This design comes from an exercise in tuning for small area, a short achievable clock period and few clock cycles per item on the open sky130 flow, not from production work. RTL that was checked went through simulation tests only; none was proved equivalent to the original.

Design booth_radix2_multiplier_core, start of the top module:
module booth_radix2_multiplier_core #(
   parameter int MAX_WIDTH = 16
) (
   input  logic                      clock,
   input  logic                      reset,
   input  logic                          req_valid,
   output logic                          req_ready,
   input  logic [brm_pkg::IN_W-1:0]      req_multiplicand_bits,
   input  logic [brm_pkg::IN_W-1:0]      req_multiplier_bits,
   output logic                          rsp_valid,
   input  logic                          rsp_ready,
   output logic [brm_pkg::PRODUCT_W-1:0] rsp_product_bits,
   output logic                          rsp_negative,
   output logic [brm_pkg::MAG_W-1:0]     rsp_magnitude,
   input  logic                      csr_write_enable,
   input  logic [brm_pkg::CFG_W-1:0] csr_write_data
);
Size in the first run: roughly 1300 cells after synthesis, ~170 flip-flops, about 14000 sq um of cells after synthesis.
Settings: LEC_CHECK=0, ABC_CLOCK_PERIOD_IN_PS=3100, CAP_MARGIN=20, CORE_MARGIN=2, CORE_UTILIZATION=40, CTS_BUF_LIST=sky130_fd_sc_hd__clkbuf_8, PLACE_DENSITY=0.5, SETUP_SLACK_MARGIN=4.1, SLEW_MARGIN=20, TNS_END_PERCENT=30; clock period 7.2 ns.
standard.sh (not shown) runs the stock make flow with config.mk's settings and CLKGATE_MAP_FILE= SYNTH_SCRIPT=/design/flow/synth_recipe.tcl, a recipe that flattens the netlist after the stock synthesis.
==> flow/flow/run.sh <==
#!/bin/bash
# Layout flow: the standard ORFS flow (standard.sh) with two changes:
#  1. synthesis: the same script, except that Yosys's "synth -run fine:" step
#     gets -noabc, so the quick ABC pass there does not re-encode the adder
#     trees before extract_fa (it leaves fewer inverters around the fa/ha
#     cells); flops, hierarchy flattening and renaming are as in synth_recipe.tcl.
#  2. port buffers are sky130_fd_sc_hd__buf_2 instead of the delay cell that
#     buffer_ports picks by default.
# Each tool's output goes to the ORFS logs under orfs/logs; make's own output
# goes to flow_make.log here.
set -euo pipefail
here=$(pwd)
sed 's|^proc synth {args} { yosys synth -nofsm -noshare {\*}\$args }|proc synth {args} { if {[lsearch -exact $args fine:] >= 0} { lappend args -noabc }; yosys synth -nofsm -noshare {*}$args }|' synth_recipe.tcl > flow_synth.tcl
grep -q -- '-noabc' flow_synth.tcl
sed -e "s|SYNTH_SCRIPT=[^ ]*|SYNTH_SCRIPT=$here/flow_synth.tcl|" \
    -e 's|"\${@:-finish}"|BUFFER_PORTS_ARGS="-buffer_cell sky130_fd_sc_hd__buf_2" "${@:-finish}"|' standard.sh > flow_standard_mod.sh
grep -q flow_synth.tcl flow_standard_mod.sh
bash flow_standard_mod.sh > flow_make.log 2>&1
Testbench counts at the start, summed over its fixed seeds: cycles 8,024, items 8,000.
Then changed:
--- a/flow/config.mk
+++ b/flow/config.mk
@@ -11 +11 @@
-export CORE_UTILIZATION = 40
+export CORE_UTILIZATION = 50
@@ -13 +13 @@
-export PLACE_DENSITY = 0.5
+export PLACE_DENSITY = 0.7
Effect: Sequential share of layout area climbs by 0.45 points. Register-to-register slack loses 160 ps. Non-clock buffer count drops by 9. Cell area drops by 1.5%. Count of clock-buffer cells in the layout is unchanged. Fmax drops by 4.6%. Setup slack loses 150 ps. Final cell count drops by 6.3%.
Then changed:
--- a/flow/config.mk
+++ b/flow/config.mk
@@ -11 +11 @@
-export CORE_UTILIZATION = 50
+export CORE_UTILIZATION = 40
@@ -13 +13 @@
-export PLACE_DENSITY = 0.7
+export PLACE_DENSITY = 0.6
@@ -16 +16 @@
-export TNS_END_PERCENT = 30
+export TNS_END_PERCENT = 50
Outcome: The new run went through all stages and came out clean. Die area is higher by about 24%. Global-route usage shrinks by 5.1 points. Sequential share of layout area went down by 0.47 points. Hold slack is worse by 20 ps. Fmax came out higher by 5.5%. Clock skew barely changes.
Then changed:
--- a/flow/config.mk
+++ b/flow/config.mk
@@ -16 +16 @@
-export TNS_END_PERCENT = 50
+export TNS_END_PERCENT = 30
- The changed run completed without violations
- sequential share of layout area rises by 0.14 points
- wire length fell slightly
- via count drops slightly
- worst setup slack gets better by 15 ps
- synthesized cell count stays the same
- register-to-register slack gains 30 ps
- critical path depth went down by 7
- global-route usage is unchanged
Then changed:
--- a/flow/config.mk
+++ b/flow/config.mk
@@ -8 +8 @@
-export ABC_CLOCK_PERIOD_IN_PS = 3100
+export ABC_CLOCK_PERIOD_IN_PS = 2600
After rerunning:
- maximum frequency is unchanged
- non-clock buffer count stays the same
- setup slack does not change
- utilization stays the same
- die area is unchanged
- area after synthesis stays the same
- via count is unchanged
Then changed:
--- a/flow/config.mk
+++ b/flow/config.mk
@@ -8 +8 @@
-export ABC_CLOCK_PERIOD_IN_PS = 2600
+export ABC_CLOCK_PERIOD_IN_PS = 3100
@@ -16 +16 @@
-export TNS_END_PERCENT = 30
+export TNS_END_PERCENT = 20
Outcome: The changed run passed the timing, design-rule and antenna checks. Final area goes down by 0.82%. Non-clock buffer count decreases by 4. Clock-buffer cell count stays the same. Wire length is lower by 1.5%. Critical path depth is unchanged. First-iteration DRC count goes down by 31%. Setup slack got worse by 85 ps. Synthesized area does not change.

========
## run a
booth_radix2_multiplier_core, a different RTL version from the one above (not shown whole).
For scale: roughly 170 flip-flops, roughly 110 I/O pins.
==> flow/config.mk <==
export PLATFORM = sky130hd
export DESIGN_NAME = booth_radix2_multiplier_core
export DESIGN_NICKNAME = booth_radix2_multiplier_core
export VERILOG_FILES = /design/flow/design.v
export SDC_FILE = /design/flow/constraint.sdc
export NUM_CORES = 4
export LEC_CHECK = 0
export ABC_CLOCK_PERIOD_IN_PS = 3500
export CAP_MARGIN = 20
export CORE_MARGIN = 2
export CORE_UTILIZATION = 40
export PLACE_DENSITY = 0.6
export SETUP_SLACK_MARGIN = 3.7
export SLEW_MARGIN = 20
==> flow/constraint.sdc <==
create_clock -name core_clock -period 7.2 [get_ports {clock}]
set_input_delay 1.4400 -clock core_clock [delete_from_list [all_inputs] [get_ports {clock}]]
set_output_delay 1.4400 -clock core_clock [all_outputs]
set_load 0.01 [all_outputs]
==> flow/flow/run.sh <==
#!/bin/bash
# Layout flow: the standard ORFS flow, with the port buffers made from
# sky130_fd_sc_hd__buf_2 instead of the delay cell buffer_ports picks by default.
set -euo pipefail
sed 's|"\${@:-finish}"|BUFFER_PORTS_ARGS="-buffer_cell sky130_fd_sc_hd__buf_2" "${@:-finish}"|' standard.sh > flow_standard_mod.sh
bash flow_standard_mod.sh > flow_make.log 2>&1
Setup changes, run a to run b
-- flow/config.mk --
<<< run a, line 8
export ABC_CLOCK_PERIOD_IN_PS = 3500
>>> run b, line 8
export ABC_CLOCK_PERIOD_IN_PS = 3800
<<< run a, line 13
export SETUP_SLACK_MARGIN = 3.7
>>> run b, line 13
export SETUP_SLACK_MARGIN = 3.4
[summary]
Run b vs. run a: post-synthesis instance area was more or less identical; worst hold slack went down by 0.014 ns; share of the core filled with cells in the final layout went down by 1.5 points; non-clock buffer count went down by 34; fraction of standard cell area in multi-input logic went up by 0.42 points. Delta(worst reg-to-reg path cell count, run b - run a) < 0. sky130_fd_sc_hd__fa_1 as the cell with the biggest individual delay on the critical path was reported by run a, and sky130_fd_sc_hd__edfxtp_1 by run b. On number of standard cells after synthesis, run b and run a are neck and neck.
No functional check of the RTL was part of any run of this note.

==> separate check: timing with driven ports <==
The results above use ideal ports. As a check the final layouts listed here were re-extracted and re-timed, cells and wires unchanged. Step 1, drivers: a clkbuf_16 drives clock and a buf_2 each remaining input, both assumed. Step 2, shift: input delay + t, output delay - t, t = (earliest + latest rising clock arrival at the registers) / 2. This alone moves slack from input paths to output paths. Three values: ideal, step 1, step 2; two values: the first two.
run	t, ns	setup WS [ns]	hold slack, ns	worst data-port slew with drivers (ns)
the first run of note 1	0.542	4.061 / 3.826 / 3.725	0.484 / 0.484 / 0.484	0.28
the second run of note 1	0.505	3.910 / 3.868 / 3.692	0.463 / 0.463 / 0.463	0.25
the third run of note 1	0.546	4.081 / 3.956 / 3.648	0.443 / 0.443 / 0.443	0.18
the fourth run of note 1	0.548	4.096 / 3.958 / 3.644	0.438 / 0.438 / 0.438	0.18
the fifth run of note 1	0.548	4.096 / 3.958 / 3.644	0.438 / 0.438 / 0.438	0.18
the sixth run of note 1	0.546	4.011 / 3.840 / 3.677	0.435 / 0.435 / 0.435	0.17
run a	0.491	3.721 / 3.721 / 3.323	0.435 / 0.435 / 0.435	0.07
run b	0.496	3.455 / 3.455 / 3.419	0.421 / 0.421 / 0.421	0.06
After both steps setup and hold are still met in every run listed.
